What follows belongs to an exercise in optimizing a design on an open flow for small area, a short achievable clock period and few clock cycles per item; a production flow would make more cautious choices. At most, simulation tests tie the RTL to the original design; equivalence was not proved.

lane 4:
## median_filter_range_scaler
module median_filter_range_scaler
(
	input  logic                  clk,
	input  logic                  arst_n,
	input  logic                  sample_valid,
	output logic                  sample_ready,
	input  logic [SAMPLE_BITS-1:0] sample,
	output logic                  result_valid,
	input  logic                  result_ready,
	output logic [SAMPLE_BITS-1:0] result_filtered,
	output logic signed [VAL_W-1:0] result_value,
	output logic                  result_valid_res,
	input  logic                  psel,
	input  logic                  penable,
	input  logic                  pwrite,
	input  logic [APB_ADDR_W-1:0] paddr,
	input  logic [APB_DATA_W-1:0] pwdata,
	output logic [APB_DATA_W-1:0] prdata,
	output logic                  pready
);
Size in the first run: roughly 2300 cells after synthesis, about 260 flip-flops, ~110 I/O pins, roughly 21000 um^2 of cells after synthesis.
Settings: LEC_CHECK=0, CAP_MARGIN=20, CORE_MARGIN=2, CORE_UTILIZATION=55, PLACE_DENSITY=0.75, SETUP_SLACK_MARGIN=2.8, SLEW_MARGIN=20; clock period 7.5 ns.
run.sh (not shown) runs the stock make flow with config.mk's settings and CLKGATE_MAP_FILE= SYNTH_SCRIPT=/design/flow/synth_recipe.tcl, a recipe that flattens the netlist after the stock synthesis.
Lane 4: no failed stages, no open violations at the end
Testbench counts of lane 4, summed over its fixed seeds: cycles 4,224, items 3,840.
Relative to lane 4, the following input files were edited for lane 1:
--- a/flow/design.v
+++ b/flow/design.v
@@ -803,22 +803,20 @@
 		end
 	end
 	logic                    scl;
 	logic [SAMPLE_BITS-1:0]  medf;
 	logic                    tc;           
 	logic [REG_W-1:0]        quo;
-	logic [REG_W:0]          quo_c;
 	logic [VAL_W:0]          qx, ys, zs;
 	logic signed [VAL_W-1:0] fval;
 	logic                    fvres;
 	always_comb begin
 		scl  = inrp_q;
 		medf = medp_q;
 		tc   = gp_q[1] || (pp_q && gp_q[0]);
-		quo_c = {tap_q, 1'b1} + {tbp_q, tc};
-		quo   = quo_c[REG_W:1];
+		quo  = tap_q + tbp_q + REG_W'(tc);
 		qx   = {{2{neg_q && (quo != '0)}}, quo};
 		ys   = qx - {2'b00, cfg_q.output_high};
 		zs   = {2'b00, cfg_q.output_high} - qx;
 		if (cfg_q.digital_mode) begin
 			fval  = (medf != '0) ? VAL_W'(1) : VAL_W'(-1);
 			fvres = 1'b1;
Notes after the runs:
Cell area after layout: lane 4 vs lane 1 — no meaningful difference
| non-clock buffer count | higher: lane 4 |
Lane 1 vs lane 4: period utilization up
Lane 4 -> lane 1: count of clock buffers in the final design increased by a few percent
Compared with lane 4, lane 1 shows a wire length on met3 that is 13% higher.
Compare lane 4 and lane 1 | die footprint higher: lane 1
Cmp lane 4 and lane 1 / fraction of final layout cells sized beyond drive strength 1 / lower: lane 4
On via count, lane 4 and lane 1 are neck and neck.
Testbench counts of lane 1, summed over its fixed seeds: cycles 4,224, items 3,840.

median_filter_range_scaler, a different RTL version from the one above (not shown whole).
For scale: roughly 350 flip-flops, roughly 0.027 sq mm of cells after synthesis.
clock: 7.5 ns
lec_check: 0
cap_margin: 20
core_margin: 2
core_utilization: 40
place_density: 0.6
slew_margin: 20
Testbench counts at the start, summed over its fixed seeds: cycles 4,096, items 3,840.
==> next run, changes <==
--- a/flow/design.v
+++ b/flow/design.v
@@ -59,23 +59,23 @@
 	output logic [SAMPLE_BITS-1:0] result_filtered,
 	output logic signed [VAL_W-1:0] result_value,
 	output logic                  result_valid_res,
 	input  logic                  psel,
 	input  logic                  penable,
 	input  logic                  pwrite,
 	input  logic [APB_ADDR_W-1:0] paddr,
 	input  logic [APB_DATA_W-1:0] pwdata,
 	output logic [APB_DATA_W-1:0] prdata,
 	output logic                  pready
 );
-	localparam logic [10:0] CUT     = 11'b01010101010;
+	localparam logic [10:0] CUT     = 11'b00010001000;
 	localparam bit          CUT_MUL = 1'b1;
 	mfrs_pkg::mfrs_cfg_t cfg_q;
 	logic [REG_IDX_W-1:0] reg_idx;
 	logic                 cfg_wr;
 	assign pready  = 1'b1;
 	assign reg_idx = paddr[APB_ADDR_W-1:2];
 	assign cfg_wr  = psel && penable && pwrite;
 	always_comb begin
 		unique case (reg_idx)
 			REG_INPUT_LOW:     prdata = APB_DATA_W'(cfg_q.input_low);
 			REG_INPUT_HIGH:    prdata = APB_DATA_W'(cfg_q.input_high);
@@ -122,23 +122,23 @@
 	logic out_valid_q;
 	assign en           = !out_valid_q || result_ready;
 	assign sample_ready = en;
 	logic take;
 	assign take = sample_valid && en;
 	logic [3:0][SAMPLE_BITS-1:0] win_q;
 	logic [3:0][3:0]             ord_q;
 	logic [3:0]                  le;      
 	logic [4:0]                  pick;
 	logic [SAMPLE_BITS-1:0]      med_in;
 	function automatic logic two_of_four(input logic [3:0] b);
-		two_of_four = ((3'(b[0]) + 3'(b[1]) + 3'(b[2]) + 3'(b[3])) == 3'd2);
+		two_of_four = ($countones(b) == 2);
 	endfunction
 	always_comb begin
 		logic [3:0] bef;
 		for (int j = 0; j < 4; j++)
 			le[j] = (sample <= win_q[j]);
 		pick[4] = two_of_four(~le);
 		for (int i = 0; i < 4; i++) begin
 			for (int j = 0; j < 4; j++) begin
 				if (j == i)     bef[j] = le[i];
 				else if (j < i) bef[j] = ord_q[j][i];
 				else            bef[j] = !ord_q[i][j];
@@ -219,54 +219,43 @@
 				if (en) st[k + 1] <= nxt;
 			end
 		end else begin : g_wire
 			assign sv[k + 1] = sv[k];
 			assign st[k + 1] = nxt;
 		end
 	end
 	logic                    scl;
 	logic [SAMPLE_BITS-1:0]  medf;
 	logic [REG_W-1:0]        quo;
 	logic                    rnz;
-	logic [VAL_W-1:0]        neg_plain;    
-	logic [VAL_W-1:0]        neg_inv;      
-	logic [VAL_W-1:0]        pos_inv;      
-	logic [VAL_W:0]          sum0, sum1;
-	logic [VAL_W-1:0]        inc;
-	logic [VAL_W:0]          dqo, doq;
+	logic signed [VAL_W-1:0] qv;
+	logic signed [VAL_W:0]   idf;
+	logic [VAL_W:0]          iab;
 	logic signed [VAL_W-1:0] fval;
 	logic                    fvres;
 	always_comb begin
 		scl  = st[11][SW-1];
 		medf = st[11][SW-2 -: SAMPLE_BITS];
 		quo  = st[11][REG_W-1:0];
 		rnz  = (st[11][2*REG_W-1:REG_W] != '0);
-		inc       = ~{1'b0, quo} + 1'b1;
-		neg_plain = rnz ? ~{1'b0, quo} : inc;
-		sum0      = {2'b00, quo} + {2'b00, cfg_q.output_high};
-		sum1      = {2'b00, quo} + {2'b00, cfg_q.output_high} + 1'b1;
-		neg_inv   = (rnz ? sum1[VAL_W-1] : sum0[VAL_W-1]) ? VAL_W'(VAL_MAX_I) :
-		            (rnz ? sum1[VAL_W-1:0] : sum0[VAL_W-1:0]);
-		dqo       = {2'b00, quo} - {2'b00, cfg_q.output_high};
-		doq       = {2'b00, cfg_q.output_high} - {2'b00, quo};
-		pos_inv   = dqo[VAL_W] ? doq[VAL_W-1:0] : dqo[VAL_W-1:0];
+		qv   = neg_q ? VAL_W'(~{1'b0, quo} + VAL_W'(!rnz)) : $signed({1'b0, quo});
+		idf  = $signed({qv[VAL_W-1], qv}) - $signed({2'b00, cfg_q.output_high});
+		iab  = idf[VAL_W] ? (VAL_W + 1)'(-idf) : idf;
 		if (cfg_q.digital_mode) begin
 			fval  = (medf != '0) ? VAL_W'(1) : VAL_W'(-1);
 			fvres = 1'b1;
 		end else if (scl) begin
-			unique case ({neg_q, cfg_q.invert_enable})
-				2'b00: fval = $signed({1'b0, quo});
-				2'b01: fval = pos_inv;
-				2'b10: fval = neg_plain;
-				default: fval = neg_inv;
-			endcase
+			if (cfg_q.invert_enable)
+				fval = (iab > (VAL_W + 1)'(VAL_MAX_I)) ? VAL_W'(VAL_MAX_I) : $signed(iab[VAL_W-1:0]);
+			else
+				fval = qv;
 			fvres = 1'b1;
 		end else begin
 			fval  = VAL_W'(-1);
 			fvres = 1'b0;
 		end
 	end
 	logic [SAMPLE_BITS-1:0]  out_filt_q;
 	logic signed [VAL_W-1:0] out_value_q;
 	logic                    out_vres_q;
 	always_ff @(posedge clk or negedge arst_n) begin
 		if (!arst_n) out_valid_q <= 1'b0;
The changed run reached the layout checks and failed them: negative setup slack.
Die area shrinks by about 13%.
Global-route usage came out higher by 3.6 points.
Clock-buffer cell count is lower by 19.
Setup slack is worse by 2.0 ns.
Hold slack is about the same.
Area after synthesis goes down by about 13%.
Cell count rose by 4.7%.
Routed wire length climbs by about 6%.
Function not checked in the second run of this note: the RTL went through the layout flow alone.

RTL: one of the versions met above, not the one the previous note started from.
Size: roughly 2300 cells after synthesis, ~260 flip-flops, ~110 I/O pins.
==> flow/config.mk <==
export PLATFORM = sky130hd
export DESIGN_NAME = median_filter_range_scaler
export DESIGN_NICKNAME = median_filter_range_scaler
export VERILOG_FILES = /design/flow/design.v
export SDC_FILE = /design/flow/constraint.sdc
export NUM_CORES = 4
export LEC_CHECK = 0
export CAP_MARGIN = 20
export CORE_MARGIN = 2
export CORE_UTILIZATION = 55
export PLACE_DENSITY = 0.75
export SETUP_SLACK_MARGIN = 3.0
export SLEW_MARGIN = 20
==> flow/constraint.sdc <==
create_clock -name core_clock -period 7.5 [get_ports {clk}]
set_input_delay 1.5000 -clock core_clock [delete_from_list [all_inputs] [get_ports {clk}]]
set_output_delay 1.5000 -clock core_clock [all_outputs]
set_load 0.01 [all_outputs]
Testbench counts at the start, summed over its fixed seeds: cycles 4,224, items 3,840.
==> next run, changes <==
--- a/flow/design.v
+++ b/flow/design.v
@@ -709,69 +709,67 @@
 			kx_q <= kx_n;
 		end
 	end
 	always_ff @(posedge clk) begin
 		kr_q <= (kwr || kinit_q) ? '0 : kr_n;
 	end
 	logic [4:0][SAMPLE_BITS-1:0] win_q;
-	logic [4:0][4:0]             ord_q, ord_n;
-	logic [4:0]                  pick_q, pick_n;
+	logic [4:0][4:0]             ord_q;
 	logic [3:0]                  le;      
-	function automatic logic two_of_four(input logic [3:0] b);
-		two_of_four = ((3'(b[0]) + 3'(b[1]) + 3'(b[2]) + 3'(b[3])) == 3'd2);
-	endfunction
 	always_comb begin
-		logic [3:0] bef;
 		for (int j = 0; j < 4; j++)
 			le[j] = (sample <= win_q[j]);
-		ord_n = ord_q;
-		for (int i = 0; i < 4; i++)
-			for (int j = i + 1; j < 4; j++)
-				ord_n[i + 1][j + 1] = ord_q[i][j];
-		for (int j = 0; j < 4; j++)
-			ord_n[0][j + 1] = le[j];
-		for (int i = 0; i < 5; i++) begin
-			for (int j = 0; j < 4; j++) begin
-				if (j < i) bef[j] = ord_n[j][i];
-				else       bef[j] = !ord_n[i][j + 1];
-			end
-			pick_n[i] = two_of_four(bef);
-		end
 	end
 	always_ff @(posedge clk or negedge arst_n) begin
 		if (!arst_n) begin
-			win_q  <= '0;
-			ord_q  <= '1;
-			pick_q <= 5'b00100;
+			win_q <= '0;
+			ord_q <= '1;
 		end else if (take) begin
-			win_q  <= {win_q[3:0], sample};
-			ord_q  <= ord_n;
-			pick_q <= pick_n;
+			win_q <= {win_q[3:0], sample};
+			for (int i = 0; i < 4; i++)
+				for (int j = i + 1; j < 4; j++)
+					ord_q[i + 1][j + 1] <= ord_q[i][j];
+			for (int j = 0; j < 4; j++)
+				ord_q[0][j + 1] <= le[j];
 		end
 	end
 	logic v1_q;
 	always_ff @(posedge clk or negedge arst_n) begin
 		if (!arst_n) v1_q <= 1'b0;
 		else if (en) v1_q <= take;
 	end
+	logic [4:0]             pick;
 	logic [SAMPLE_BITS-1:0] med1;
+	function automatic logic two_of_four(input logic [3:0] b);
+		two_of_four = ((3'(b[0]) + 3'(b[1]) + 3'(b[2]) + 3'(b[3])) == 3'd2);
+	endfunction
 	always_comb begin
+		logic [3:0] bef;
+		for (int i = 0; i < 5; i++) begin
+			for (int j = 0; j < 4; j++) begin
+				if (j < i) bef[j] = ord_q[j][i];
+				else       bef[j] = !ord_q[i][j + 1];
+			end
+			pick[i] = two_of_four(bef);
+		end
 		med1 = '0;
 		for (int i = 0; i < 5; i++)
-			med1 = med1 | (win_q[i] & {SAMPLE_BITS{pick_q[i]}});
+			med1 = med1 | (win_q[i] & {SAMPLE_BITS{pick[i]}});
 	end
 	logic                   va_q;
+	logic                   inra_q;
 	logic [SAMPLE_BITS-1:0] meda_q;
 	logic [SAMPLE_BITS-1:0] offa_q;
 	always_ff @(posedge clk or negedge arst_n) begin
 		if (!arst_n) va_q <= 1'b0;
 		else if (en) va_q <= v1_q;
 	end
 	always_ff @(posedge clk) begin
 		if (en) begin
+			inra_q <= ({1'b0, med1} >= cfg_q.input_low) && ({1'b0, med1} <= cfg_q.input_high) && !szero_q;
 			meda_q <= med1;
 			offa_q <= med1 - SAMPLE_BITS'(cfg_q.input_low);
 		end
 	end
 	logic [REG_W-1:0] ta2, tb2;
 	logic [1:0]       g2, p2;
 	mfrs_mul u_mul (
@@ -790,15 +788,15 @@
 	logic                   pp_q;
 	always_ff @(posedge clk or negedge arst_n) begin
 		if (!arst_n) pv <= 1'b0;
 		else if (en) pv <= va_q;
 	end
 	always_ff @(posedge clk) begin
 		if (en) begin
-			inrp_q  <= ({1'b0, meda_q} >= cfg_q.input_low) && ({1'b0, meda_q} <= cfg_q.input_high) && !szero_q;
+			inrp_q  <= inra_q;
 			medp_q  <= meda_q;
 			tap_q   <= ta2;
 			tbp_q   <= tb2;
 			gp_q    <= g2;
 			pp_q    <= p2[1];
 		end
 	end
Die area falls by a few percent; count of clock-buffer cells in the layout came out lower by 3; first-iteration DRC count shrinks by roughly a tenth; routed wire length is lower slightly; sequential share of layout area came out lower by 0.19 points; via count drops slightly; setup slack is worse by 260 ps; maximum frequency drops by a few percent; cell area came out higher slightly; global-route usage falls by 0.25 points; synthesized area drops by a few percent; hold slack is worse by 35 ps.
Testbench counts after the change, summed over its fixed seeds: cycles 4,224, items 3,840.

## separate check: timing with driven ports
The flow's constraints put no driver on any port. The routed layouts listed below were extracted and timed again, unchanged, in two steps.
Step 1 assumes that a clkbuf_16 drives the clock port and a buf_2 every other input.
Step 2 times the ports against the registers' clock, not the clock port: input delays grow and output delays shrink by t, the midpoint of the rising clock arrivals with the driver on.
Three values: no drivers, after step 1, after step 2; two values: the first two.
| run | t, ns | setup slack, ns | slew at the worst register clock pin (ns) |
|---|---|---|---|
| lane 4 | 0.631 | 2.911 / 2.887 / 2.472 | 0.06 / 0.06 |
| lane 1 | 0.629 | 2.880 / 2.856 / 2.355 | 0.07 / 0.07 |
| the first run of note 2 | 0.615 | 0.514 / 0.514 / 0.514 | 0.06 / 0.06 |
| the second run of note 2 | 0.637 | -1.491 / -1.491 / -1.491 | 0.07 / 0.07 |
| the first run of note 3 | 0.621 | 3.002 / 3.013 / 2.392 | 0.07 / 0.07 |
| the second run of note 3 | 0.628 | 2.745 / 2.745 / 2.584 | 0.07 / 0.07 |
For the first run of note 3, which loses most, drivers alone change the setup slack by +0.011 ns; drivers and shift together by -0.610 ns.
